Source: an optimization exercise on an open RTL-to-GDS flow (aim: small area and a short achievable clock period). Production flows keep margins and buffers that such runs may drop. No run shown here included a check of the RTL's function; only the layout flow was run. Power and IR drop assume default switching activity.

==> flow/design.v, too long to show whole: its modules and the start of the top module <==
// module hwpe_stream_fifo: 51 lines
// module hwpe_shift_fifo: 51 lines
// module hwpe_ctrl_decode: 99 lines
// module hwpe_mac_engine: 1045 lines
// module hwpe_result_unit: 55 lines
// module cluster_hwpe_tile: 114 lines
module cluster_hwpe_tile #(
  parameter int unsigned OpndDepth = 4,
  parameter int unsigned ResDepth  = 4
) (
  input  logic                               clk_i,
  input  logic                               rst_n_i,
  input  logic                               wb_cyc_i,
  input  logic                               wb_stb_i,
  input  logic                               wb_we_i,
  input  logic [tile_cfg_pkg::WB_ADDR_W-1:0] wb_adr_i,
  input  logic [tile_cfg_pkg::WB_DATA_W-1:0] wb_dat_i,
  output logic [tile_cfg_pkg::WB_DATA_W-1:0] wb_dat_o,
  output logic                               wb_ack_o,
  output logic                               wb_err_o,
  output logic                               evt_o
);
  // ...
==> flow/flow/run.sh <==
#!/bin/bash
# Standard synthesis, then the standard layout with a tighter setup
# target for repair_timing and plain buffers on the ports; each step logs
# to its own file here (the ORFS logs are under orfs/logs).
# The clock and constraints are unchanged.
set -euo pipefail
MARGIN=${MARGIN:-6.6}
bash standard.sh synth > synth.log 2>&1
bash standard.sh SETUP_SLACK_MARGIN=$MARGIN "BUFFER_PORTS_ARGS=-buffer_cell sky130_fd_sc_hd__buf_2" finish > layout.log 2>&1
==> flow/standard.sh <==
#!/bin/bash
# synth_recipe.tcl (not shown) runs the flow's synth.tcl, then flattens the netlist and writes it again
# the make line also repeats each setting of config.mk as NAME=value (left out here)
make -C /OpenROAD-flow-scripts/flow DESIGN_CONFIG=/design/flow/config.mk WORK_HOME=/design/flow/orfs CLKGATE_MAP_FILE= SYNTH_SCRIPT=/design/flow/synth_recipe.tcl "${@:-finish}"
==> flow/config.mk <==
export PLATFORM = sky130hd
export DESIGN_NAME = cluster_hwpe_tile
export DESIGN_NICKNAME = cluster_hwpe_tile
export VERILOG_FILES = /design/flow/design.v
export SDC_FILE = /design/flow/constraint.sdc
export NUM_CORES = 4
export LEC_CHECK = 0
export ABC_CLOCK_PERIOD_IN_PS = 3500
export CAP_MARGIN = 20
export CORE_MARGIN = 2
export CORE_UTILIZATION = 40
export CTS_CLUSTER_DIAMETER = 120
export CTS_CLUSTER_SIZE = 24
export SLEW_MARGIN = 20
==> flow/constraint.sdc <==
create_clock -name core_clock -period 10.0 [get_ports {clk_i}]
set_input_delay 2.0000 -clock core_clock [delete_from_list [all_inputs] [get_ports {clk_i}]]
set_output_delay 2.0000 -clock core_clock [all_outputs]
set_load 0.01 [all_outputs]
==> summary.md, run 1 <==
| Metric | Value |
|---|---|
| Sequential share of cell area | 0.449 |
| Share of cells above drive strength 1 | 0.184 |
| Post-synthesis xor/xnor area fraction | 0.153 |
| Routability cong. | about 0.82 |
| Clock Skew | 0.0350 ns |
| Largest cell class by area | sequential cells |
| Power per Cell Area | 244 nW/um2 |
| Adder-Cell Fraction of Synth Area | 0.0950 |
| Critical path class | reg2reg |
| TNS Setup | 0 ns |
| Async set or reset register ratio after synthesis | 0.0657 |
| Combinational family with the most area after synthesis | XOR/XNOR gates |
| Simple-gate share of the synthesized area | 0.0670 |
| Status | timing/DRC/antenna clean |
| Worst path slowest cell | fa_1 |
| # rows | 94 |
| Commonest non-fill, non-tap cell in the layout | edfxtp_1 |
| Setup crit end | i_engine.c_q[17] |
| Clock Latency Late Sink | 0.61 ns |
| Peak supply drop | 0.131 mV |
| Worst setup EP type | register |
| HP Start | i_opnd_fifo.mem_q[1][16] |
| Final Max Slew Viols | 0 |
| Yosys reg bits | 472 |
| Power Clock | 0.00116 W |
| Final non-filler cell total | ~3.2k |
| Post-Place Cells | between 3k and 4k |
| Global-route wire length before repair | 107 mm |
| Crit path cell chain | buf_12 -> buf_4 -> a22oi_2 -> xnor2_2 -> xor2_1 -> xnor2_2 -> maj3_2 -> fa_1 -> fa_1 -> xor2_1 -> xnor2_1 |
| CP Launch Type | register |
| Sink Count | 472 |
| Area occupied by multi-input gates | 12800 um2 |
| Clk root buf | clkbuf_16 |
| N_taps | around 860 |
| R2R setup slack | 6.62 ns |
| Cell depth of the worst setup path | 11 |
==> run 2, diff against run 1 <==
--- a/flow/design.v
+++ b/flow/design.v
@@ -314,236 +314,236 @@
   logic hs0, hc0;
   assign hs0 = bp0[12] ^ bp1[10];
   assign hc0 = bp0[12] & bp1[10];
   logic hs1, hc1;
   assign hs1 = bp0[13] ^ bp1[11];
   assign hc1 = bp0[13] & bp1[11];
   logic fs0, fc0;
   assign fs0 = bp0[14] ^ bp1[12] ^ bp2[10];
-  assign fc0 = (bp0[14] ^ bp1[12]) ? bp2[10] : bp0[14];
+  assign fc0 = (bp0[14] & bp1[12]) | (bp0[14] & bp2[10]) | (bp1[12] & bp2[10]);
   logic hs2, hc2;
   assign hs2 = bp3[8] ^ bp4[6];
   assign hc2 = bp3[8] & bp4[6];
   logic fs1, fc1;
   assign fs1 = bp0[15] ^ bp1[13] ^ bp2[11];
-  assign fc1 = (bp0[15] ^ bp1[13]) ? bp2[11] : bp0[15];
+  assign fc1 = (bp0[15] & bp1[13]) | (bp0[15] & bp2[11]) | (bp1[13] & bp2[11]);
   logic hs3, hc3;
   assign hs3 = bp3[9] ^ bp4[7];
   assign hc3 = bp3[9] & bp4[7];
   logic fs2, fc2;
   assign fs2 = bp0[16] ^ bp1[14] ^ bp2[12];
-  assign fc2 = (bp0[16] ^ bp1[14]) ? bp2[12] : bp0[16];
+  assign fc2 = (bp0[16] & bp1[14]) | (bp0[16] & bp2[12]) | (bp1[14] & bp2[12]);
   logic fs3, fc3;
   assign fs3 = bp3[10] ^ bp4[8] ^ bp5[6];
-  assign fc3 = (bp3[10] ^ bp4[8]) ? bp5[6] : bp3[10];
+  assign fc3 = (bp3[10] & bp4[8]) | (bp3[10] & bp5[6]) | (bp4[8] & bp5[6]);
   logic fs4, fc4;
   assign fs4 = ~neg_q[0] ^ bp1[15] ^ bp2[13];
-  assign fc4 = (~neg_q[0] ^ bp1[15]) ? bp2[13] : ~neg_q[0];
+  assign fc4 = (~neg_q[0] & bp1[15]) | (~neg_q[0] & bp2[13]) | (bp1[15] & bp2[13]);
   logic fs5, fc5;
   assign fs5 = bp3[11] ^ bp4[9] ^ bp5[7];
-  assign fc5 = (bp3[11] ^ bp4[9]) ? bp5[7] : bp3[11];
+  assign fc5 = (bp3[11] & bp4[9]) | (bp3[11] & bp5[7]) | (bp4[9] & bp5[7]);
   logic hs4, hc4;
   assign hs4 = bp6[5] ^ bp7[3];
   assign hc4 = bp6[5] & bp7[3];
   logic fs6, fc6;
   assign fs6 = bp1[16] ^ bp2[14] ^ bp3[12];
-  assign fc6 = (bp1[16] ^ bp2[14]) ? bp3[12] : bp1[16];
+  assign fc6 = (bp1[16] & bp2[14]) | (bp1[16] & bp3[12]) | (bp2[14] & bp3[12]);
   logic fs7, fc7;
   assign fs7 = bp4[10] ^ bp5[8] ^ bp6[6];
-  assign fc7 = (bp4[10] ^ bp5[8]) ? bp6[6] : bp4[10];
+  assign fc7 = (bp4[10] & bp5[8]) | (bp4[10] & bp6[6]) | (bp5[8] & bp6[6]);
   logic hs5, hc5;
   assign hs5 = bp7[4] ^ bp8[2];
   assign hc5 = bp7[4] & bp8[2];
   logic fs8, fc8;
   assign fs8 = ~neg_q[1] ^ bp2[15] ^ bp3[13];
-  assign fc8 = (~neg_q[1] ^ bp2[15]) ? bp3[13] : ~neg_q[1];
+  assign fc8 = (~neg_q[1] & bp2[15]) | (~neg_q[1] & bp3[13]) | (bp2[15] & bp3[13]);
   logic fs9, fc9;
   assign fs9 = bp4[11] ^ bp5[9] ^ bp6[7];
-  assign fc9 = (bp4[11] ^ bp5[9]) ? bp6[7] : bp4[11];
+  assign fc9 = (bp4[11] & bp5[9]) | (bp4[11] & bp6[7]) | (bp5[9] & bp6[7]);
   logic fs10, fc10;
   assign fs10 = bp2[16] ^ bp3[14] ^ bp4[12];
-  assign fc10 = (bp2[16] ^ bp3[14]) ? bp4[12] : bp2[16];
+  assign fc10 = (bp2[16] & bp3[14]) | (bp2[16] & bp4[12]) | (bp3[14] & bp4[12]);
   logic hs6, hc6;
   assign hs6 = bp5[10] ^ bp6[8];
   assign hc6 = bp5[10] & bp6[8];
   logic fs11, fc11;
   assign fs11 = ~neg_q[2] ^ bp3[15] ^ bp4[13];
-  assign fc11 = (~neg_q[2] ^ bp3[15]) ? bp4[13] : ~neg_q[2];
+  assign fc11 = (~neg_q[2] & bp3[15]) | (~neg_q[2] & bp4[13]) | (bp3[15] & bp4[13]);
   logic hs7, hc7;
   assign hs7 = bp3[16] ^ bp4[14];
   assign hc7 = bp3[16] & bp4[14];
   logic hs8, hc8;
   assign hs8 = bp0[6] ^ bp1[4];
   assign hc8 = bp0[6] & bp1[4];
   logic hs9, hc9;
   assign hs9 = bp0[7] ^ bp1[5];
   assign hc9 = bp0[7] & bp1[5];
   logic fs12, fc12;
   assign fs12 = bp0[8] ^ bp1[6] ^ bp2[4];
-  assign fc12 = (bp0[8] ^ bp1[6]) ? bp2[4] : bp0[8];
+  assign fc12 = (bp0[8] & bp1[6]) | (bp0[8] & bp2[4]) | (bp1[6] & bp2[4]);
   logic hs10, hc10;
   assign hs10 = bp3[2] ^ bp4[0];
   assign hc10 = bp3[2] & bp4[0];
   logic fs13, fc13;
   assign fs13 = bp0[9] ^ bp1[7] ^ bp2[5];
-  assign fc13 = (bp0[9] ^ bp1[7]) ? bp2[5] : bp0[9];
+  assign fc13 = (bp0[9] & bp1[7]) | (bp0[9] & bp2[5]) | (bp1[7] & bp2[5]);
   logic hs11, hc11;
   assign hs11 = bp3[3] ^ bp4[1];
   assign hc11 = bp3[3] & bp4[1];
   logic fs14, fc14;
   assign fs14 = bp0[10] ^ bp1[8] ^ bp2[6];
-  assign fc14 = (bp0[10] ^ bp1[8]) ? bp2[6] : bp0[10];
+  assign fc14 = (bp0[10] & bp1[8]) | (bp0[10] & bp2[6]) | (bp1[8] & bp2[6]);
   logic fs15, fc15;
   assign fs15 = bp3[4] ^ bp4[2] ^ bp5[0];
-  assign fc15 = (bp3[4] ^ bp4[2]) ? bp5[0] : bp3[4];
+  assign fc15 = (bp3[4] & bp4[2]) | (bp3[4] & bp5[0]) | (bp4[2] & bp5[0]);
   logic hs12, hc12;
   assign hs12 = neg_q[5] ^ x1[10];
   assign hc12 = neg_q[5] & x1[10];
   logic fs16, fc16;
   assign fs16 = bp0[11] ^ bp1[9] ^ bp2[7];
-  assign fc16 = (bp0[11] ^ bp1[9]) ? bp2[7] : bp0[11];
+  assign fc16 = (bp0[11] & bp1[9]) | (bp0[11] & bp2[7]) | (bp1[9] & bp2[7]);
   logic fs17, fc17;
   assign fs17 = bp3[5] ^ bp4[3] ^ bp5[1];
-  assign fc17 = (bp3[5] ^ bp4[3]) ? bp5[1] : bp3[5];
+  assign fc17 = (bp3[5] & bp4[3]) | (bp3[5] & bp5[1]) | (bp4[3] & bp5[1]);
   logic hs13, hc13;
   assign hs13 = x1[11] ^ x2[11];
   assign hc13 = x1[11] & x2[11];
   logic fs18, fc18;
   assign fs18 = bp2[8] ^ bp3[6] ^ bp4[4];
-  assign fc18 = (bp2[8] ^ bp3[6]) ? bp4[4] : bp2[8];
+  assign fc18 = (bp2[8] & bp3[6]) | (bp2[8] & bp4[4]) | (bp3[6] & bp4[4]);
   logic fs19, fc19;
   assign fs19 = bp5[2] ^ bp6[0] ^ neg_q[6];
-  assign fc19 = (bp5[2] ^ bp6[0]) ? neg_q[6] : bp5[2];
+  assign fc19 = (bp5[2] & bp6[0]) | (bp5[2] & neg_q[6]) | (bp6[0] & neg_q[6]);
   logic fs20, fc20;
   assign fs20 = x1[12] ^ x2[12] ^ hs0;
-  assign fc20 = (x1[12] ^ x2[12]) ? hs0 : x1[12];
+  assign fc20 = (x1[12] & x2[12]) | (x1[12] & hs0) | (x2[12] & hs0);
   logic fs21, fc21;
   assign fs21 = bp2[9] ^ bp3[7] ^ bp4[5];
-  assign fc21 = (bp2[9] ^ bp3[7]) ? bp4[5] : bp2[9];
+  assign fc21 = (bp2[9] & bp3[7]) | (bp2[9] & bp4[5]) | (bp3[7] & bp4[5]);
   logic fs22, fc22;
   assign fs22 = bp5[3] ^ bp6[1] ^ x1[13];
-  assign fc22 = (bp5[3] ^ bp6[1]) ? x1[13] : bp5[3];
+  assign fc22 = (bp5[3] & bp6[1]) | (bp5[3] & x1[13]) | (bp6[1] & x1[13]);
   logic fs23, fc23;
   assign fs23 = x2[13] ^ hc0 ^ hs1;
-  assign fc23 = (x2[13] ^ hc0) ? hs1 : x2[13];
+  assign fc23 = (x2[13] & hc0) | (x2[13] & hs1) | (hc0 & hs1);
   logic fs24, fc24;
   assign fs24 = bp5[4] ^ bp6[2] ^ bp7[0];
-  assign fc24 = (bp5[4] ^ bp6[2]) ? bp7[0] : bp5[4];
+  assign fc24 = (bp5[4] & bp6[2]) | (bp5[4] & bp7[0]) | (bp6[2] & bp7[0]);
   logic fs25, fc25;
   assign fs25 = neg_q[7] ^ x1[14] ^ x2[14];
   assign fc25 = (neg_q[7] & x1[14]) | (neg_q[7] & x2[14]) | (x1[14] & x2[14]);
   logic fs26, fc26;
   assign fs26 = hc1 ^ fs0 ^ hs2;
-  assign fc26 = (hc1 ^ fs0) ? hs2 : hc1;
+  assign fc26 = (hc1 & fs0) | (hc1 & hs2) | (fs0 & hs2);
   logic fs27, fc27;
   assign fs27 = bp5[5] ^ bp6[3] ^ bp7[1];
-  assign fc27 = (bp5[5] ^ bp6[3]) ? bp7[1] : bp5[5];
+  assign fc27 = (bp5[5] & bp6[3]) | (bp5[5] & bp7[1]) | (bp6[3] & bp7[1]);
   logic fs28, fc28;
   assign fs28 = x1[15] ^ x2[15] ^ fc0;
-  assign fc28 = (x1[15] ^ x2[15]) ? fc0 : x1[15];
+  assign fc28 = (x1[15] & x2[15]) | (x1[15] & fc0) | (x2[15] & fc0);
   logic fs29, fc29;
   assign fs29 = hc2 ^ fs1 ^ hs3;
-  assign fc29 = (hc2 ^ fs1) ? hs3 : hc2;
+  assign fc29 = (hc2 & fs1) | (hc2 & hs3) | (fs1 & hs3);
   logic fs30, fc30;
   assign fs30 = bp6[4] ^ bp7[2] ^ bp8[0];
-  assign fc30 = (bp6[4] ^ bp7[2]) ? bp8[0] : bp6[4];
+  assign fc30 = (bp6[4] & bp7[2]) | (bp6[4] & bp8[0]) | (bp7[2] & bp8[0]);
   logic fs31, fc31;
   assign fs31 = x1[16] ^ x2[16] ^ fc1;
-  assign fc31 = (x1[16] ^ x2[16]) ? fc1 : x1[16];
+  assign fc31 = (x1[16] & x2[16]) | (x1[16] & fc1) | (x2[16] & fc1);
   logic fs32, fc32;
   assign fs32 = hc3 ^ fs2 ^ fs3;
-  assign fc32 = (hc3 ^ fs2) ? fs3 : hc3;
+  assign fc32 = (hc3 & fs2) | (hc3 & fs3) | (fs2 & fs3);
   logic fs33, fc33;
   assign fs33 = bp8[1] ^ x1[17] ^ x2[17];
-  assign fc33 = (bp8[1] ^ x1[17]) ? x2[17] : bp8[1];
+  assign fc33 = (bp8[1] & x1[17]) | (bp8[1] & x2[17]) | (x1[17] & x2[17]);
   logic fs34, fc34;
   assign fs34 = 1'b1 ^ fc2 ^ fc3;
-  assign fc34 = (1'b1 ^ fc2) ? fc3 : 1'b1;
+  assign fc34 = (1'b1 & fc2) | (1'b1 & fc3) | (fc2 & fc3);
   logic fs35, fc35;
   assign fs35 = fs4 ^ fs5 ^ hs4;
-  assign fc35 = (fs4 ^ fs5) ? hs4 : fs4;
+  assign fc35 = (fs4 & fs5) | (fs4 & hs4) | (fs5 & hs4);
   logic fs36, fc36;
   assign fs36 = x1[18] ^ x2[18] ^ 1'b1;
   assign fc36 = (x1[18] & x2[18]) | (x1[18] & 1'b1) | (x2[18] & 1'b1);
   logic fs37, fc37;
   assign fs37 = fc4 ^ fc5 ^ hc4;
-  assign fc37 = (fc4 ^ fc5) ? hc4 : fc4;
+  assign fc37 = (fc4 & fc5) | (fc4 & hc4) | (fc5 & hc4);
   logic fs38, fc38;
   assign fs38 = fs6 ^ fs7 ^ hs5;
-  assign fc38 = (fs6 ^ fs7) ? hs5 : fs6;
+  assign fc38 = (fs6 & fs7) | (fs6 & hs5) | (fs7 & hs5);
   logic fs39, fc39;
   assign fs39 = bp7[5] ^ bp8[3] ^ x1[19];
-  assign fc39 = (bp7[5] ^ bp8[3]) ? x1[19] : bp7[5];
+  assign fc39 = (bp7[5] & bp8[3]) | (bp7[5] & x1[19]) | (bp8[3] & x1[19]);
   logic fs40, fc40;
   assign fs40 = x2[19] ^ fc6 ^ fc7;
-  assign fc40 = (x2[19] ^ fc6) ? fc7 : x2[19];
+  assign fc40 = (x2[19] & fc6) | (x2[19] & fc7) | (fc6 & fc7);
   logic fs41, fc41;
   assign fs41 = hc5 ^ fs8 ^ fs9;
-  assign fc41 = (hc5 ^ fs8) ? fs9 : hc5;
+  assign fc41 = (hc5 & fs8) | (hc5 & fs9) | (fs8 & fs9);
   logic fs42, fc42;
   assign fs42 = bp7[6] ^ bp8[4] ^ x1[20];
-  assign fc42 = (bp7[6] ^ bp8[4]) ? x1[20] : bp7[6];
+  assign fc42 = (bp7[6] & bp8[4]) | (bp7[6] & x1[20]) | (bp8[4] & x1[20]);
   logic fs43, fc43;
   assign fs43 = x2[20] ^ 1'b1 ^ fc8;
-  assign fc43 = (x2[20] ^ 1'b1) ? fc8 : x2[20];
+  assign fc43 = (x2[20] & 1'b1) | (x2[20] & fc8) | (1'b1 & fc8);
   logic fs44, fc44;
   assign fs44 = fc9 ^ fs10 ^ hs6;
-  assign fc44 = (fc9 ^ fs10) ? hs6 : fc9;
+  assign fc44 = (fc9 & fs10) | (fc9 & hs6) | (fs10 & hs6);
   logic fs45, fc45;
   assign fs45 = bp5[11] ^ bp6[9] ^ bp7[7];
-  assign fc45 = (bp5[11] ^ bp6[9]) ? bp7[7] : bp5[11];
+  assign fc45 = (bp5[11] & bp6[9]) | (bp5[11] & bp7[7]) | (bp6[9] & bp7[7]);
   logic fs46, fc46;
   assign fs46 = bp8[5] ^ x1[21] ^ x2[21];
-  assign fc46 = (bp8[5] ^ x1[21]) ? x2[21] : bp8[5];
+  assign fc46 = (bp8[5] & x1[21]) | (bp8[5] & x2[21]) | (x1[21] & x2[21]);
   logic fs47, fc47;
   assign fs47 = fc10 ^ hc6 ^ fs11;
-  assign fc47 = (fc10 ^ hc6) ? fs11 : fc10;
+  assign fc47 = (fc10 & hc6) | (fc10 & fs11) | (hc6 & fs11);
   logic fs48, fc48;
   assign fs48 = bp5[12] ^ bp6[10] ^ bp7[8];
-  assign fc48 = (bp5[12] ^ bp6[10]) ? bp7[8] : bp5[12];
+  assign fc48 = (bp5[12] & bp6[10]) | (bp5[12] & bp7[8]) | (bp6[10] & bp7[8]);
   logic fs49, fc49;
   assign fs49 = bp8[6] ^ x1[22] ^ x2[22];
-  assign fc49 = (bp8[6] ^ x1[22]) ? x2[22] : bp8[6];
+  assign fc49 = (bp8[6] & x1[22]) | (bp8[6] & x2[22]) | (x1[22] & x2[22]);
   logic fs50, fc50;
   assign fs50 = 1'b1 ^ fc11 ^ hs7;
-  assign fc50 = (1'b1 ^ fc11) ? hs7 : 1'b1;
+  assign fc50 = (1'b1 & fc11) | (1'b1 & hs7) | (fc11 & hs7);
   logic fs51, fc51;
   assign fs51 = ~neg_q[3] ^ bp4[15] ^ bp5[13];
-  assign fc51 = (~neg_q[3] ^ bp4[15]) ? bp5[13] : ~neg_q[3];
+  assign fc51 = (~neg_q[3] & bp4[15]) | (~neg_q[3] & bp5[13]) | (bp4[15] & bp5[13]);
   logic fs52, fc52;
   assign fs52 = bp6[11] ^ bp7[9] ^ bp8[7];
-  assign fc52 = (bp6[11] ^ bp7[9]) ? bp8[7] : bp6[11];
+  assign fc52 = (bp6[11] & bp7[9]) | (bp6[11] & bp8[7]) | (bp7[9] & bp8[7]);
   logic fs53, fc53;
   assign fs53 = x1[23] ^ x2[23] ^ hc7;
-  assign fc53 = (x1[23] ^ x2[23]) ? hc7 : x1[23];
+  assign fc53 = (x1[23] & x2[23]) | (x1[23] & hc7) | (x2[23] & hc7);
   logic fs54, fc54;
   assign fs54 = bp4[16] ^ bp5[14] ^ bp6[12];
-  assign fc54 = (bp4[16] ^ bp5[14]) ? bp6[12] : bp4[16];
+  assign fc54 = (bp4[16] & bp5[14]) | (bp4[16] & bp6[12]) | (bp5[14] & bp6[12]);
   logic fs55, fc55;
   assign fs55 = bp7[10] ^ bp8[8] ^ x1[24];
-  assign fc55 = (bp7[10] ^ bp8[8]) ? x1[24] : bp7[10];
+  assign fc55 = (bp7[10] & bp8[8]) | (bp7[10] & x1[24]) | (bp8[8] & x1[24]);
   logic hs14, hc14;
   assign hs14 = x2[24] ^ 1'b1;
   assign hc14 = x2[24] & 1'b1;
   logic fs56, fc56;
   assign fs56 = ~neg_q[4] ^ bp5[15] ^ bp6[13];
-  assign fc56 = (~neg_q[4] ^ bp5[15]) ? bp6[13] : ~neg_q[4];
+  assign fc56 = (~neg_q[4] & bp5[15]) | (~neg_q[4] & bp6[13]) | (bp5[15] & bp6[13]);
   logic fs57, fc57;
   assign fs57 = bp7[11] ^ bp8[9] ^ x1[25];
-  assign fc57 = (bp7[11] ^ bp8[9]) ? x1[25] : bp7[11];
+  assign fc57 = (bp7[11] & bp8[9]) | (bp7[11] & x1[25]) | (bp8[9] & x1[25]);
   logic fs58, fc58;
   assign fs58 = bp5[16] ^ bp6[14] ^ bp7[12];
-  assign fc58 = (bp5[16] ^ bp6[14]) ? bp7[12] : bp5[16];
+  assign fc58 = (bp5[16] & bp6[14]) | (bp5[16] & bp7[12]) | (bp6[14] & bp7[12]);
   logic hs15, hc15;
   assign hs15 = bp8[10] ^ x1[26];
   assign hc15 = bp8[10] & x1[26];
   logic fs59, fc59;
   assign fs59 = ~neg_q[5] ^ bp6[15] ^ bp7[13];
-  assign fc59 = (~neg_q[5] ^ bp6[15]) ? bp7[13] : ~neg_q[5];
+  assign fc59 = (~neg_q[5] & bp6[15]) | (~neg_q[5] & bp7[13]) | (bp6[15] & bp7[13]);
   logic hs16, hc16;
   assign hs16 = bp6[16] ^ bp7[14];
   assign hc16 = bp6[16] & bp7[14];
   logic hs17, hc17;
   assign hs17 = bp0[2] ^ bp1[0];
   assign hc17 = bp0[2] & bp1[0];
   logic hs18, hc18;
   assign hs18 = bp0[3] ^ bp1[1];
@@ -560,149 +560,149 @@
   logic hs20, hc20;
   assign hs20 = x1[5] ^ x2[5];
   assign hc20 = x1[5] & x2[5];
   logic fs62, fc62;
   assign fs62 = bp2[2] ^ bp3[0] ^ neg_q[3];
   assign fc62 = (bp2[2] & bp3[0]) | (bp2[2] & neg_q[3]) | (bp3[0] & neg_q[3]);
   logic fs63, fc63;
   assign fs63 = x1[6] ^ x2[6] ^ hs8;
-  assign fc63 = (x1[6] ^ x2[6]) ? hs8 : x1[6];
+  assign fc63 = (x1[6] & x2[6]) | (x1[6] & hs8) | (x2[6] & hs8);
   logic fs64, fc64;
   assign fs64 = bp2[3] ^ bp3[1] ^ x1[7];
   assign fc64 = (bp2[3] & bp3[1]) | (bp2[3] & x1[7]) | (bp3[1] & x1[7]);
   logic fs65, fc65;
   assign fs65 = x2[7] ^ hc8 ^ hs9;
-  assign fc65 = (x2[7] ^ hc8) ? hs9 : x2[7];
+  assign fc65 = (x2[7] & hc8) | (x2[7] & hs9) | (hc8 & hs9);
   logic fs66, fc66;
   assign fs66 = neg_q[4] ^ x1[8] ^ x2[8];
   assign fc66 = (neg_q[4] & x1[8]) | (neg_q[4] & x2[8]) | (x1[8] & x2[8]);
   logic fs67, fc67;
   assign fs67 = hc9 ^ fs12 ^ hs10;
-  assign fc67 = (hc9 ^ fs12) ? hs10 : hc9;
+  assign fc67 = (hc9 & fs12) | (hc9 & hs10) | (fs12 & hs10);
   logic fs68, fc68;
   assign fs68 = x1[9] ^ x2[9] ^ fc12;
-  assign fc68 = (x1[9] ^ x2[9]) ? fc12 : x1[9];
+  assign fc68 = (x1[9] & x2[9]) | (x1[9] & fc12) | (x2[9] & fc12);
   logic fs69, fc69;
   assign fs69 = hc10 ^ fs13 ^ hs11;
-  assign fc69 = (hc10 ^ fs13) ? hs11 : hc10;
+  assign fc69 = (hc10 & fs13) | (hc10 & hs11) | (fs13 & hs11);
   logic fs70, fc70;
   assign fs70 = x2[10] ^ fc13 ^ hc11;
-  assign fc70 = (x2[10] ^ fc13) ? hc11 : x2[10];
+  assign fc70 = (x2[10] & fc13) | (x2[10] & hc11) | (fc13 & hc11);
   logic fs71, fc71;
   assign fs71 = fs14 ^ fs15 ^ hs12;
-  assign fc71 = (fs14 ^ fs15) ? hs12 : fs14;
+  assign fc71 = (fs14 & fs15) | (fs14 & hs12) | (fs15 & hs12);
   logic fs72, fc72;
   assign fs72 = fc14 ^ fc15 ^ hc12;
-  assign fc72 = (fc14 ^ fc15) ? hc12 : fc14;
+  assign fc72 = (fc14 & fc15) | (fc14 & hc12) | (fc15 & hc12);
   logic fs73, fc73;
   assign fs73 = fs16 ^ fs17 ^ hs13;
-  assign fc73 = (fs16 ^ fs17) ? hs13 : fs16;
+  assign fc73 = (fs16 & fs17) | (fs16 & hs13) | (fs17 & hs13);
   logic fs74, fc74;
   assign fs74 = fc16 ^ fc17 ^ hc13;
-  assign fc74 = (fc16 ^ fc17) ? hc13 : fc16;
+  assign fc74 = (fc16 & fc17) | (fc16 & hc13) | (fc17 & hc13);
   logic fs75, fc75;
   assign fs75 = fs18 ^ fs19 ^ fs20;
-  assign fc75 = (fs18 ^ fs19) ? fs20 : fs18;
+  assign fc75 = (fs18 & fs19) | (fs18 & fs20) | (fs19 & fs20);
   logic fs76, fc76;
   assign fs76 = fc18 ^ fc19 ^ fc20;
-  assign fc76 = (fc18 ^ fc19) ? fc20 : fc18;
+  assign fc76 = (fc18 & fc19) | (fc18 & fc20) | (fc19 & fc20);
   logic fs77, fc77;
   assign fs77 = fs21 ^ fs22 ^ fs23;
-  assign fc77 = (fs21 ^ fs22) ? fs23 : fs21;
+  assign fc77 = (fs21 & fs22) | (fs21 & fs23) | (fs22 & fs23);
   logic fs78, fc78;
   assign fs78 = fc21 ^ fc22 ^ fc23;
-  assign fc78 = (fc21 ^ fc22) ? fc23 : fc21;
+  assign fc78 = (fc21 & fc22) | (fc21 & fc23) | (fc22 & fc23);
   logic fs79, fc79;
   assign fs79 = fs24 ^ fs25 ^ fs26;
-  assign fc79 = (fs24 ^ fs25) ? fs26 : fs24;
+  assign fc79 = (fs24 & fs25) | (fs24 & fs26) | (fs25 & fs26);
   logic fs80, fc80;
   assign fs80 = fc24 ^ fc25 ^ fc26;
-  assign fc80 = (fc24 ^ fc25) ? fc26 : fc24;
+  assign fc80 = (fc24 & fc25) | (fc24 & fc26) | (fc25 & fc26);
   logic fs81, fc81;
   assign fs81 = fs27 ^ fs28 ^ fs29;
-  assign fc81 = (fs27 ^ fs28) ? fs29 : fs27;
+  assign fc81 = (fs27 & fs28) | (fs27 & fs29) | (fs28 & fs29);
   logic fs82, fc82;
   assign fs82 = fc27 ^ fc28 ^ fc29;
-  assign fc82 = (fc27 ^ fc28) ? fc29 : fc27;
+  assign fc82 = (fc27 & fc28) | (fc27 & fc29) | (fc28 & fc29);
   logic fs83, fc83;
   assign fs83 = fs30 ^ fs31 ^ fs32;
-  assign fc83 = (fs30 ^ fs31) ? fs32 : fs30;
+  assign fc83 = (fs30 & fs31) | (fs30 & fs32) | (fs31 & fs32);
   logic fs84, fc84;
   assign fs84 = fc30 ^ fc31 ^ fc32;
-  assign fc84 = (fc30 ^ fc31) ? fc32 : fc30;
+  assign fc84 = (fc30 & fc31) | (fc30 & fc32) | (fc31 & fc32);
   logic fs85, fc85;
   assign fs85 = fs33 ^ fs34 ^ fs35;
-  assign fc85 = (fs33 ^ fs34) ? fs35 : fs33;
+  assign fc85 = (fs33 & fs34) | (fs33 & fs35) | (fs34 & fs35);
   logic fs86, fc86;
   assign fs86 = fc33 ^ fc34 ^ fc35;
-  assign fc86 = (fc33 ^ fc34) ? fc35 : fc33;
+  assign fc86 = (fc33 & fc34) | (fc33 & fc35) | (fc34 & fc35);
   logic fs87, fc87;
   assign fs87 = fs36 ^ fs37 ^ fs38;
-  assign fc87 = (fs36 ^ fs37) ? fs38 : fs36;
+  assign fc87 = (fs36 & fs37) | (fs36 & fs38) | (fs37 & fs38);
   logic fs88, fc88;
   assign fs88 = fc36 ^ fc37 ^ fc38;
-  assign fc88 = (fc36 ^ fc37) ? fc38 : fc36;
+  assign fc88 = (fc36 & fc37) | (fc36 & fc38) | (fc37 & fc38);
   logic fs89, fc89;
   assign fs89 = fs39 ^ fs40 ^ fs41;
-  assign fc89 = (fs39 ^ fs40) ? fs41 : fs39;
+  assign fc89 = (fs39 & fs40) | (fs39 & fs41) | (fs40 & fs41);
   logic fs90, fc90;
   assign fs90 = fc39 ^ fc40 ^ fc41;
-  assign fc90 = (fc39 ^ fc40) ? fc41 : fc39;
+  assign fc90 = (fc39 & fc40) | (fc39 & fc41) | (fc40 & fc41);
   logic fs91, fc91;
   assign fs91 = fs42 ^ fs43 ^ fs44;
-  assign fc91 = (fs42 ^ fs43) ? fs44 : fs42;
+  assign fc91 = (fs42 & fs43) | (fs42 & fs44) | (fs43 & fs44);
   logic fs92, fc92;
   assign fs92 = fc42 ^ fc43 ^ fc44;
-  assign fc92 = (fc42 ^ fc43) ? fc44 : fc42;
+  assign fc92 = (fc42 & fc43) | (fc42 & fc44) | (fc43 & fc44);
   logic fs93, fc93;
   assign fs93 = fs45 ^ fs46 ^ fs47;
-  assign fc93 = (fs45 ^ fs46) ? fs47 : fs45;
+  assign fc93 = (fs45 & fs46) | (fs45 & fs47) | (fs46 & fs47);
   logic fs94, fc94;
   assign fs94 = fc45 ^ fc46 ^ fc47;
-  assign fc94 = (fc45 ^ fc46) ? fc47 : fc45;
+  assign fc94 = (fc45 & fc46) | (fc45 & fc47) | (fc46 & fc47);
   logic fs95, fc95;
   assign fs95 = fs48 ^ fs49 ^ fs50;
-  assign fc95 = (fs48 ^ fs49) ? fs50 : fs48;
+  assign fc95 = (fs48 & fs49) | (fs48 & fs50) | (fs49 & fs50);
   logic fs96, fc96;
   assign fs96 = fc48 ^ fc49 ^ fc50;
-  assign fc96 = (fc48 ^ fc49) ? fc50 : fc48;
+  assign fc96 = (fc48 & fc49) | (fc48 & fc50) | (fc49 & fc50);
   logic fs97, fc97;
   assign fs97 = fs51 ^ fs52 ^ fs53;
-  assign fc97 = (fs51 ^ fs52) ? fs53 : fs51;
+  assign fc97 = (fs51 & fs52) | (fs51 & fs53) | (fs52 & fs53);
   logic fs98, fc98;
   assign fs98 = fc51 ^ fc52 ^ fc53;
-  assign fc98 = (fc51 ^ fc52) ? fc53 : fc51;
+  assign fc98 = (fc51 & fc52) | (fc51 & fc53) | (fc52 & fc53);
   logic fs99, fc99;
   assign fs99 = fs54 ^ fs55 ^ hs14;
-  assign fc99 = (fs54 ^ fs55) ? hs14 : fs54;
+  assign fc99 = (fs54 & fs55) | (fs54 & hs14) | (fs55 & hs14);
   logic fs100, fc100;
   assign fs100 = x2[25] ^ fc54 ^ fc55;
-  assign fc100 = (x2[25] ^ fc54) ? fc55 : x2[25];
+  assign fc100 = (x2[25] & fc54) | (x2[25] & fc55) | (fc54 & fc55);
   logic fs101, fc101;
   assign fs101 = hc14 ^ fs56 ^ fs57;
-  assign fc101 = (hc14 ^ fs56) ? fs57 : hc14;
+  assign fc101 = (hc14 & fs56) | (hc14 & fs57) | (fs56 & fs57);
   logic fs102, fc102;
   assign fs102 = x2[26] ^ 1'b1 ^ fc56;
-  assign fc102 = (x2[26] ^ 1'b1) ? fc56 : x2[26];
+  assign fc102 = (x2[26] & 1'b1) | (x2[26] & fc56) | (1'b1 & fc56);
   logic fs103, fc103;
   assign fs103 = fc57 ^ fs58 ^ hs15;
-  assign fc103 = (fc57 ^ fs58) ? hs15 : fc57;
+  assign fc103 = (fc57 & fs58) | (fc57 & hs15) | (fs58 & hs15);
   logic fs104, fc104;
   assign fs104 = bp8[11] ^ x1[27] ^ x2[27];
   assign fc104 = (bp8[11] & x1[27]) | (bp8[11] & x2[27]) | (x1[27] & x2[27]);
   logic fs105, fc105;
   assign fs105 = fc58 ^ hc15 ^ fs59;
-  assign fc105 = (fc58 ^ hc15) ? fs59 : fc58;
+  assign fc105 = (fc58 & hc15) | (fc58 & fs59) | (hc15 & fs59);
   logic fs106, fc106;
   assign fs106 = bp8[12] ^ x1[28] ^ x2[28];
   assign fc106 = (bp8[12] & x1[28]) | (bp8[12] & x2[28]) | (x1[28] & x2[28]);
   logic fs107, fc107;
   assign fs107 = 1'b1 ^ fc59 ^ hs16;
-  assign fc107 = (1'b1 ^ fc59) ? hs16 : 1'b1;
+  assign fc107 = (1'b1 & fc59) | (1'b1 & hs16) | (fc59 & hs16);
   logic fs108, fc108;
   assign fs108 = ~neg_q[6] ^ bp7[15] ^ bp8[13];
   assign fc108 = (~neg_q[6] & bp7[15]) | (~neg_q[6] & bp8[13]) | (bp7[15] & bp8[13]);
   logic fs109, fc109;
   assign fs109 = x1[29] ^ x2[29] ^ hc16;
   assign fc109 = (x1[29] & x2[29]) | (x1[29] & hc16) | (x2[29] & hc16);
   logic fs110, fc110;
   assign fs110 = bp7[16] ^ bp8[14] ^ x1[30];
@@ -722,95 +722,95 @@
   logic fs112, fc112;
   assign fs112 = neg_q[1] ^ x1[2] ^ x2[2];
   assign fc112 = (neg_q[1] & x1[2]) | (neg_q[1] & x2[2]) | (x1[2] & x2[2]);
   logic fs113, fc113;
   assign fs113 = x1[3] ^ x2[3] ^ hc17;
   assign fc113 = (x1[3] & x2[3]) | (x1[3] & hc17) | (x2[3] & hc17);
   logic fs114, fc114;
   assign fs114 = x2[4] ^ hc18 ^ fs60;
-  assign fc114 = (x2[4] ^ hc18) ? fs60 : x2[4];
+  assign fc114 = (x2[4] & hc18) | (x2[4] & fs60) | (hc18 & fs60);
   logic fs115, fc115;
   assign fs115 = fc60 ^ hc19 ^ fs61;
-  assign fc115 = (fc60 ^ hc19) ? fs61 : fc60;
+  assign fc115 = (fc60 & hc19) | (fc60 & fs61) | (hc19 & fs61);
   logic fs116, fc116;
   assign fs116 = fc61 ^ hc20 ^ fs62;
   assign fc116 = (fc61 & hc20) | (fc61 & fs62) | (hc20 & fs62);
   logic fs117, fc117;
   assign fs117 = fc62 ^ fc63 ^ fs64;
-  assign fc117 = (fc62 ^ fc63) ? fs64 : fc62;
+  assign fc117 = (fc62 & fc63) | (fc62 & fs64) | (fc63 & fs64);
   logic fs118, fc118;
   assign fs118 = fc64 ^ fc65 ^ fs66;
-  assign fc118 = (fc64 ^ fc65) ? fs66 : fc64;
+  assign fc118 = (fc64 & fc65) | (fc64 & fs66) | (fc65 & fs66);
   logic fs119, fc119;
   assign fs119 = fc66 ^ fc67 ^ fs68;
-  assign fc119 = (fc66 ^ fc67) ? fs68 : fc66;
+  assign fc119 = (fc66 & fc67) | (fc66 & fs68) | (fc67 & fs68);
   logic fs120, fc120;
   assign fs120 = fc68 ^ fc69 ^ fs70;
-  assign fc120 = (fc68 ^ fc69) ? fs70 : fc68;
+  assign fc120 = (fc68 & fc69) | (fc68 & fs70) | (fc69 & fs70);
   logic fs121, fc121;
   assign fs121 = fc70 ^ fc71 ^ fs72;
-  assign fc121 = (fc70 ^ fc71) ? fs72 : fc70;
+  assign fc121 = (fc70 & fc71) | (fc70 & fs72) | (fc71 & fs72);
   logic fs122, fc122;
   assign fs122 = fc72 ^ fc73 ^ fs74;
-  assign fc122 = (fc72 ^ fc73) ? fs74 : fc72;
+  assign fc122 = (fc72 & fc73) | (fc72 & fs74) | (fc73 & fs74);
   logic fs123, fc123;
   assign fs123 = fc74 ^ fc75 ^ fs76;
-  assign fc123 = (fc74 ^ fc75) ? fs76 : fc74;
+  assign fc123 = (fc74 & fc75) | (fc74 & fs76) | (fc75 & fs76);
   logic fs124, fc124;
   assign fs124 = fc76 ^ fc77 ^ fs78;
-  assign fc124 = (fc76 ^ fc77) ? fs78 : fc76;
+  assign fc124 = (fc76 & fc77) | (fc76 & fs78) | (fc77 & fs78);
   logic fs125, fc125;
   assign fs125 = fc78 ^ fc79 ^ fs80;
-  assign fc125 = (fc78 ^ fc79) ? fs80 : fc78;
+  assign fc125 = (fc78 & fc79) | (fc78 & fs80) | (fc79 & fs80);
   logic fs126, fc126;
   assign fs126 = fc80 ^ fc81 ^ fs82;
-  assign fc126 = (fc80 ^ fc81) ? fs82 : fc80;
+  assign fc126 = (fc80 & fc81) | (fc80 & fs82) | (fc81 & fs82);
   logic fs127, fc127;
   assign fs127 = fc82 ^ fc83 ^ fs84;
-  assign fc127 = (fc82 ^ fc83) ? fs84 : fc82;
+  assign fc127 = (fc82 & fc83) | (fc82 & fs84) | (fc83 & fs84);
   logic fs128, fc128;
   assign fs128 = fc84 ^ fc85 ^ fs86;
-  assign fc128 = (fc84 ^ fc85) ? fs86 : fc84;
+  assign fc128 = (fc84 & fc85) | (fc84 & fs86) | (fc85 & fs86);
   logic fs129, fc129;
   assign fs129 = fc86 ^ fc87 ^ fs88;
-  assign fc129 = (fc86 ^ fc87) ? fs88 : fc86;
+  assign fc129 = (fc86 & fc87) | (fc86 & fs88) | (fc87 & fs88);
   logic fs130, fc130;
   assign fs130 = fc88 ^ fc89 ^ fs90;
-  assign fc130 = (fc88 ^ fc89) ? fs90 : fc88;
+  assign fc130 = (fc88 & fc89) | (fc88 & fs90) | (fc89 & fs90);
   logic fs131, fc131;
   assign fs131 = fc90 ^ fc91 ^ fs92;
-  assign fc131 = (fc90 ^ fc91) ? fs92 : fc90;
+  assign fc131 = (fc90 & fc91) | (fc90 & fs92) | (fc91 & fs92);
   logic fs132, fc132;
   assign fs132 = fc92 ^ fc93 ^ fs94;
-  assign fc132 = (fc92 ^ fc93) ? fs94 : fc92;
+  assign fc132 = (fc92 & fc93) | (fc92 & fs94) | (fc93 & fs94);
   logic fs133, fc133;
   assign fs133 = fc94 ^ fc95 ^ fs96;
-  assign fc133 = (fc94 ^ fc95) ? fs96 : fc94;
+  assign fc133 = (fc94 & fc95) | (fc94 & fs96) | (fc95 & fs96);
   logic fs134, fc134;
   assign fs134 = fc96 ^ fc97 ^ fs98;
-  assign fc134 = (fc96 ^ fc97) ? fs98 : fc96;
+  assign fc134 = (fc96 & fc97) | (fc96 & fs98) | (fc97 & fs98);
   logic fs135, fc135;
   assign fs135 = fc98 ^ fc99 ^ fs100;
-  assign fc135 = (fc98 ^ fc99) ? fs100 : fc98;
+  assign fc135 = (fc98 & fc99) | (fc98 & fs100) | (fc99 & fs100);
   logic fs136, fc136;
   assign fs136 = fc100 ^ fc101 ^ fs102;
-  assign fc136 = (fc100 ^ fc101) ? fs102 : fc100;
+  assign fc136 = (fc100 & fc101) | (fc100 & fs102) | (fc101 & fs102);
   logic fs137, fc137;
   assign fs137 = fc102 ^ fc103 ^ fs104;
-  assign fc137 = (fc102 ^ fc103) ? fs104 : fc102;
+  assign fc137 = (fc102 & fc103) | (fc102 & fs104) | (fc103 & fs104);
   logic fs138, fc138;
   assign fs138 = fc104 ^ fc105 ^ fs106;
-  assign fc138 = (fc104 ^ fc105) ? fs106 : fc104;
+  assign fc138 = (fc104 & fc105) | (fc104 & fs106) | (fc105 & fs106);
   logic fs139, fc139;
   assign fs139 = fc106 ^ fc107 ^ fs108;
-  assign fc139 = (fc106 ^ fc107) ? fs108 : fc106;
+  assign fc139 = (fc106 & fc107) | (fc106 & fs108) | (fc107 & fs108);
   logic fs140, fc140;
   assign fs140 = fc108 ^ fc109 ^ fs110;
-  assign fc140 = (fc108 ^ fc109) ? fs110 : fc108;
+  assign fc140 = (fc108 & fc109) | (fc108 & fs110) | (fc109 & fs110);
   logic fs141, fc141;
   assign fs141 = x2[31] ^ fc110 ^ hc21;
   assign fc141 = (x2[31] & fc110) | (x2[31] & hc21) | (fc110 & hc21);
   logic hs24, hc24;
   assign hs24 = x1[0] ^ x2[0];
   assign hc24 = x1[0] & x2[0];
   logic fs142, fc142;
   assign fs142 = x2[1] ^ hc22 ^ hs23;
@@ -824,92 +824,92 @@
   logic fs145, fc145;
   assign fs145 = hs19 ^ fc113 ^ fs114;
   assign fc145 = (hs19 & fc113) | (hs19 & fs114) | (fc113 & fs114);
   logic fs146, fc146;
   assign fs146 = hs20 ^ fc114 ^ fs115;
   assign fc146 = (hs20 & fc114) | (hs20 & fs115) | (fc114 & fs115);
   logic fs147, fc147;
   assign fs147 = fs63 ^ fc115 ^ fs116;
-  assign fc147 = (fs63 ^ fc115) ? fs116 : fs63;
+  assign fc147 = (fs63 & fc115) | (fs63 & fs116) | (fc115 & fs116);
   logic fs148, fc148;
   assign fs148 = fs65 ^ fc116 ^ fs117;
-  assign fc148 = (fs65 ^ fc116) ? fs117 : fs65;
+  assign fc148 = (fs65 & fc116) | (fs65 & fs117) | (fc116 & fs117);
   logic fs149, fc149;
   assign fs149 = fs67 ^ fc117 ^ fs118;
-  assign fc149 = (fs67 ^ fc117) ? fs118 : fs67;
+  assign fc149 = (fs67 & fc117) | (fs67 & fs118) | (fc117 & fs118);
   logic fs150, fc150;
   assign fs150 = fs69 ^ fc118 ^ fs119;
-  assign fc150 = (fs69 ^ fc118) ? fs119 : fs69;
+  assign fc150 = (fs69 & fc118) | (fs69 & fs119) | (fc118 & fs119);
   logic fs151, fc151;
   assign fs151 = fs71 ^ fc119 ^ fs120;
-  assign fc151 = (fs71 ^ fc119) ? fs120 : fs71;
+  assign fc151 = (fs71 & fc119) | (fs71 & fs120) | (fc119 & fs120);
   logic fs152, fc152;
   assign fs152 = fs73 ^ fc120 ^ fs121;
-  assign fc152 = (fs73 ^ fc120) ? fs121 : fs73;
+  assign fc152 = (fs73 & fc120) | (fs73 & fs121) | (fc120 & fs121);
   logic fs153, fc153;
   assign fs153 = fs75 ^ fc121 ^ fs122;
-  assign fc153 = (fs75 ^ fc121) ? fs122 : fs75;
+  assign fc153 = (fs75 & fc121) | (fs75 & fs122) | (fc121 & fs122);
   logic fs154, fc154;
   assign fs154 = fs77 ^ fc122 ^ fs123;
-  assign fc154 = (fs77 ^ fc122) ? fs123 : fs77;
+  assign fc154 = (fs77 & fc122) | (fs77 & fs123) | (fc122 & fs123);
   logic fs155, fc155;
   assign fs155 = fs79 ^ fc123 ^ fs124;
-  assign fc155 = (fs79 ^ fc123) ? fs124 : fs79;
+  assign fc155 = (fs79 & fc123) | (fs79 & fs124) | (fc123 & fs124);
   logic fs156, fc156;
   assign fs156 = fs81 ^ fc124 ^ fs125;
-  assign fc156 = (fs81 ^ fc124) ? fs125 : fs81;
+  assign fc156 = (fs81 & fc124) | (fs81 & fs125) | (fc124 & fs125);
   logic fs157, fc157;
   assign fs157 = fs83 ^ fc125 ^ fs126;
-  assign fc157 = (fs83 ^ fc125) ? fs126 : fs83;
+  assign fc157 = (fs83 & fc125) | (fs83 & fs126) | (fc125 & fs126);
   logic fs158, fc158;
   assign fs158 = fs85 ^ fc126 ^ fs127;
-  assign fc158 = (fs85 ^ fc126) ? fs127 : fs85;
+  assign fc158 = (fs85 & fc126) | (fs85 & fs127) | (fc126 & fs127);
   logic fs159, fc159;
   assign fs159 = fs87 ^ fc127 ^ fs128;
-  assign fc159 = (fs87 ^ fc127) ? fs128 : fs87;
+  assign fc159 = (fs87 & fc127) | (fs87 & fs128) | (fc127 & fs128);
   logic fs160, fc160;
   assign fs160 = fs89 ^ fc128 ^ fs129;
-  assign fc160 = (fs89 ^ fc128) ? fs129 : fs89;
+  assign fc160 = (fs89 & fc128) | (fs89 & fs129) | (fc128 & fs129);
   logic fs161, fc161;
   assign fs161 = fs91 ^ fc129 ^ fs130;
-  assign fc161 = (fs91 ^ fc129) ? fs130 : fs91;
+  assign fc161 = (fs91 & fc129) | (fs91 & fs130) | (fc129 & fs130);
   logic fs162, fc162;
   assign fs162 = fs93 ^ fc130 ^ fs131;
-  assign fc162 = (fs93 ^ fc130) ? fs131 : fs93;
+  assign fc162 = (fs93 & fc130) | (fs93 & fs131) | (fc130 & fs131);
   logic fs163, fc163;
   assign fs163 = fs95 ^ fc131 ^ fs132;
-  assign fc163 = (fs95 ^ fc131) ? fs132 : fs95;
+  assign fc163 = (fs95 & fc131) | (fs95 & fs132) | (fc131 & fs132);
   logic fs164, fc164;
   assign fs164 = fs97 ^ fc132 ^ fs133;
-  assign fc164 = (fs97 ^ fc132) ? fs133 : fs97;
+  assign fc164 = (fs97 & fc132) | (fs97 & fs133) | (fc132 & fs133);
   logic fs165, fc165;
   assign fs165 = fs99 ^ fc133 ^ fs134;
-  assign fc165 = (fs99 ^ fc133) ? fs134 : fs99;
+  assign fc165 = (fs99 & fc133) | (fs99 & fs134) | (fc133 & fs134);
   logic fs166, fc166;
   assign fs166 = fs101 ^ fc134 ^ fs135;
-  assign fc166 = (fs101 ^ fc134) ? fs135 : fs101;
+  assign fc166 = (fs101 & fc134) | (fs101 & fs135) | (fc134 & fs135);
   logic fs167, fc167;
   assign fs167 = fs103 ^ fc135 ^ fs136;
-  assign fc167 = (fs103 ^ fc135) ? fs136 : fs103;
+  assign fc167 = (fs103 & fc135) | (fs103 & fs136) | (fc135 & fs136);
   logic fs168, fc168;
   assign fs168 = fs105 ^ fc136 ^ fs137;
-  assign fc168 = (fs105 ^ fc136) ? fs137 : fs105;
+  assign fc168 = (fs105 & fc136) | (fs105 & fs137) | (fc136 & fs137);
   logic fs169, fc169;
   assign fs169 = fs107 ^ fc137 ^ fs138;
-  assign fc169 = (fs107 ^ fc137) ? fs138 : fs107;
+  assign fc169 = (fs107 & fc137) | (fs107 & fs138) | (fc137 & fs138);
   logic fs170, fc170;
   assign fs170 = fs109 ^ fc138 ^ fs139;
-  assign fc170 = (fs109 ^ fc138) ? fs139 : fs109;
+  assign fc170 = (fs109 & fc138) | (fs109 & fs139) | (fc138 & fs139);
   logic fs171, fc171;
   assign fs171 = hs21 ^ fc139 ^ fs140;
-  assign fc171 = (hs21 ^ fc139) ? fs140 : hs21;
+  assign fc171 = (hs21 & fc139) | (hs21 & fs140) | (fc139 & fs140);
   logic fs172, fc172;
   assign fs172 = fs111 ^ fc140 ^ fs141;
-  assign fc172 = (fs111 ^ fc140) ? fs141 : fs111;
+  assign fc172 = (fs111 & fc140) | (fs111 & fs141) | (fc140 & fs141);
   assign tree_s[0] = hs22;
   assign tree_c[0] = hs24;
   assign tree_s[1] = hc24;
   assign tree_c[1] = fs142;
   assign tree_s[2] = fc142;
   assign tree_c[2] = fs143;
   assign tree_s[3] = fc143;
   assign tree_c[3] = fs144;
==> summary.md, run 2 <==
| Metric | Value |
|---|---|
| Status | timing/DRC/antenna clean (unchanged) |
| Minimum clock period | 3.69 ns (was 3.38 ns) |
| Core area | 64100 um2 (was 66000 um2) |
| Worst setup EP type | register (unchanged) |
| CTS H-Tree Depth | 1 (unchanged) |
| Yosys reg bits | 472 (unchanged) |
| Actual slew at the worst max-slew pin | 0.944 ns (was 1.05 ns) |
| Die ar. | 66600 um2 (was 69000 um2) |
| GRT Util Overall | 0.196 (was 0.201) |
| Dpl hpwl | 44.6 mm (was 47.0 mm) |
| Top Registers | i_opnd_fifo.mem_q (128), i_res_fifo.mem_q (128) (unchanged) |
| Top cells by area, synth | edfxtp_1 (43%), fa_1 (13%), dfxtp_1 (5.7%), xnor2_1 (5.1%), a22oi_1 (4.7%) (was edfxtp_1 (41%), xnor2_1 (11%), dfxtp_1 (5.5%), a22oi_1 (4.3%), ha_1 (3.7%)) |
| CP Launch Type | register (unchanged) |
| Share of the synthesized area in the top cell type | 0.428 (was 0.413) |
| Die Wd | 258 um (was 263 um) |
| Top-count cell post-synth | edfxtp_1 (unchanged) |
| Power per Cell Area | 212 nW/um2 (was 244 nW/um2) |
| Area growth syn-to-layout | 12.4% (was 10.6%) |
| Critical path class | reg2reg (unchanged) |
| Yosys cell types | 61 (was 64) |
| Total routed wirelength | 65.5 mm (was 71.0 mm) |
| Avg Synthesized Cell Area | 13.1 um2 (was 12.1 um2) |
| Async set or reset register ratio after synthesis | 0.0657 (unchanged) |
| Largest net degree at the start of global routing | 67 (unchanged) |
| CTS Buf Count | 23 (was 25) |
| DRT iter0 DRCs | 1321 (was 1335) |
| DR DRC count | 0 (unchanged) |
| Initial Utilization | 0.403 (was 0.406) |
| EDFF count, synth | 368 (unchanged) |
| Most common flop cell mapped by yosys | edfxtp_1 (unchanged) |
| Drt pass-1 iters | 5 (unchanged) |
| Post-synth top area cell | edfxtp_1 (unchanged) |
| Final Hold Fails | 0 (unchanged) |
| Placed Area | 27300 um2 (was 28000 um2) |
| Total gr overflow | 0 (unchanged) |
| Max-Cap Viols | 0 (unchanged) |
| Final Core Density | 0.452 (was 0.448) |
| Most frequent cells after synthesis | edfxtp_1 (368), inv_1 (212), fa_1 (167), a22oi_1 (160), xnor2_1 (149) (was edfxtp_1 (368), xnor2_1 (337), nand2_1 (185), a22oi_1 (153), nor2_1 (98)) |
| DR vias | 15.6k (was 17.3k) |
| TNS Setup | 0 ns (unchanged) |
| Sink Count | 472 (unchanged) |
| WP data required | 10.33 ns (about the same) |
| Final Cycle Share | 0.369 (was 0.338) |
| Final Max Slew Viols | 0 (unchanged) |
| Net Count, Synth | 2293 (was 2389) |
| Initial antenna violation count | 2 (was 0) |
| Headroom to the max-slew limit | 0.370 (was 0.299) |
| Clk slew on worst S/H paths | 0.10 ns (about the same) |
| Clock Skew | 0.0242 ns (was 0.0350 ns) |
| Arrival time at the worst endpoint | 4.02 ns (was 3.71 ns) |
| Clock Latency Late Sink | 0.59 ns (was 0.61 ns) |
| Peak supply drop | 0.117 mV (was 0.131 mV) |
| Cells after Synth | 1978 (was 2209) |
| Commonest non-fill, non-tap cell in the layout | edfxtp_1 (unchanged) |
| Fmax | 271 MHz (was 296 MHz) |
| Nets | 2350 (was 2453) |
| RSZ-0062 raised after global routing | yes (unchanged) |
| # rows | 93 (was 94) |
| Final setup viols | 0 (unchanged) |
| Pleak | 10.9 nW (was 10.8 nW) |
| Clk root buf | clkbuf_16 (unchanged) |
| Antenna Cells | 0 (unchanged) |
| R2R setup slack | 6.31 ns (was 6.62 ns) |
| I/O pin count | 104 (unchanged) |
| Number of global-route vias before repair | 15.9k (was 17.0k) |
| Synthesized area | 25800 um2 (was 26800 um2) |
| Pwr Total | 0.00615 W (was 0.00722 W) |
| Via/cell ratio | 5.36 (was 5.47) |
| Routability cong. | 0.830 (was 0.825) |
| Post-DR wirelength/cell | 22.5 um (about the same) |
| Global-route wire length before repair | 99.3 mm (was 107 mm) |
| Final Instance Area | 29000 um2 (was 29600 um2) |
| Hold Crit Class | reg2reg (unchanged) |
| CTS max path bufs | 3 (unchanged) |
| Share of cells above drive strength 1 | 0.245 (was 0.184) |
| Seq/Total Area, Yosys | 0.515 (was 0.497) |
| Ys Warns | 7 (unchanged) |
| Crit Path Max Fanout | 6 (was 4) |
| Post-DRT Antenna Nets | 0 (unchanged) |
| Die height | 258 um (was 263 um) |
| Hold_buf cts | 0 (unchanged) |
| Most frequent cells in the layout | edfxtp_1 (368), inv_1 (182), xnor2_1 (129), nand2_1 (128), a22oi_1 (114) (was edfxtp_1 (368), xnor2_1 (315), nand2_1 (184), a22oi_1 (146), nor2_1 (96)) |
| CTS tree | done (unchanged) |
| Number of buffers added on ports | 73 (unchanged) |
[run 2: cell types whose count changed after synthesis, sizes merged, moves of 8 or more]
cell	before	now
and2	23	31
buf	78	18
inv	86	219
xor2	91	32
a21oi	45	19
o21ai	81	57
xnor2	349	149
fa	32	167
nand2	185	129
nor2	98	58
clkbuf	53	107
maj3	88	0
[run 2: logic make-up (layout without fill, tap and decap cells)]
group	Yosys count	after routing	synth area share
buf+inv	345	419	0.0502
fa+ha+maj	246	246	0.168
simple gates	317	317	0.0588
flops	472	472	0.515
mux	122	122	0.0661
compound gates	295	295	0.0809
xor+xnor	181	181	0.0614
[run 2: area by class of cell]
| type | count | area (um2) |
|---|---|---|
| Fill cell | 5682 | 35100 |
| Tap cell | 855 | 1070 |
| Multi-Input combinational cell | 1161 | 11800 |
| Sequential cell | 472 | 13300 |
| Timing Repair inverter | 1 | 7.51 |
| Clock buffer | 39 | 657 |
| Timing Repair Buffer | 156 | 1210 |
| Inverter | 220 | 847 |
| Clock inverter | 3 | 42.5 |
[run 2: what timing repair did]
action / in CTS / in global routing
pin swaps: 60 / 38
gates cloned: 1 / 0
gates resized for setup: 128 / 69
setup endpoints to repair: 78 / 81
buffers inserted: 35 / 12
[run 2: final timing paths]
path,startpoint,end,cells past startpoint
worst max register to register,i_opnd_fifo.mem_q[0][13],i_engine.c_q[18],11
worst max-delay path,i_opnd_fifo.mem_q[0][13],i_engine.c_q[18],11
max in group asynchronous,rst_n_i,i_res_fifo.rd_ptr_q[0],1
worst min-delay path,i_decode.ctrl_q[30],i_decode.wb_dat_o[30],2
worst min register to register,i_decode.ctrl_q[30],i_decode.wb_dat_o[30],2
min in group asynchronous,rst_n_i,i_res_fifo.occ_q[0],1
[run 2: power breakdown]
group / internal, W / switching (W)
Combinational: 0.00107 / 0.00138
Sequential: 0.00247 / 0.000130
Clock: 0.000471 / 0.000620
[run 2: through the flow]
stage | hold slack, ns | instances | setup slack (ns)
finish | 0.493 | 2907 | 6.31
global route | 0.537 | 2907 | 6.23
CTS | 0.501 | 2895 | 6.31
detailed placement | 0.479 | 2817 | 5.69
global placement | 0.478 | 2817 | 5.71
floorplan | 0.437 | 1978 | 6.47
[run 2: critical path, stage by stage, from the launching register on]
cell and delay [ns]:
edfxtp_1 0.42, buf_12 0.17, buf_12 0.15, a22oi_2 0.16, xnor2_2 0.10, fa_2 0.56, inv_2 0.04, fa_2 0.35
fa_2 0.55, fa_1 0.43, inv_1 0.09, fa_2 0.42
[run 2: per-layer routing]
| metal | vias up | wire length, um | GRT usage |
|---|---|---|---|
| met1 | 8075 | 28100 | 0.274 |
| met2 | 499 | 32000 | 0.330 |
| li1 | 6945 | - | - |
| met4 | 0 | 1260 | 0.0430 |
| met3 | 77 | 4080 | 0.0224 |
| met5 | - | 0 | 0 |

==> separate check: timing with driven ports <==
The results above use ideal ports. As a check the final layouts listed here were re-extracted and re-timed, cells and wires unchanged.
Step 1 sets driving cells, clkbuf_16 on the clock port and buf_2 on the other inputs (assumed; they add their load-dependent delay and slew).
Step 2 moves the port delays by t, midway between the first and last clock arrival at a register: inputs arrive t later, outputs are due t later. That takes back most of the time a late clock gives input paths.
Three values: ideal, step 1, step 2; two values: the first two.
| run | shift t [ns] | slack for setup (ns) | hold WS [ns] | latest minus earliest clock arrival (ns) | cell pins on the clock port's net |
|---|---|---|---|---|---|
| run 1 | 0.659 | 6.617 / 6.617 / 6.193 | 0.507 / 0.507 / 0.507 | 0.037 / 0.038 | 1 |
| run 2 | 0.638 | 6.315 / 6.315 / 6.113 | 0.493 / 0.493 / 0.493 | 0.026 / 0.026 | 1 |
After both steps every run listed still meets setup and hold. The setup slack of run 1, which loses most, moves by 0.000 ns with the drivers and by -0.424 ns with both steps.
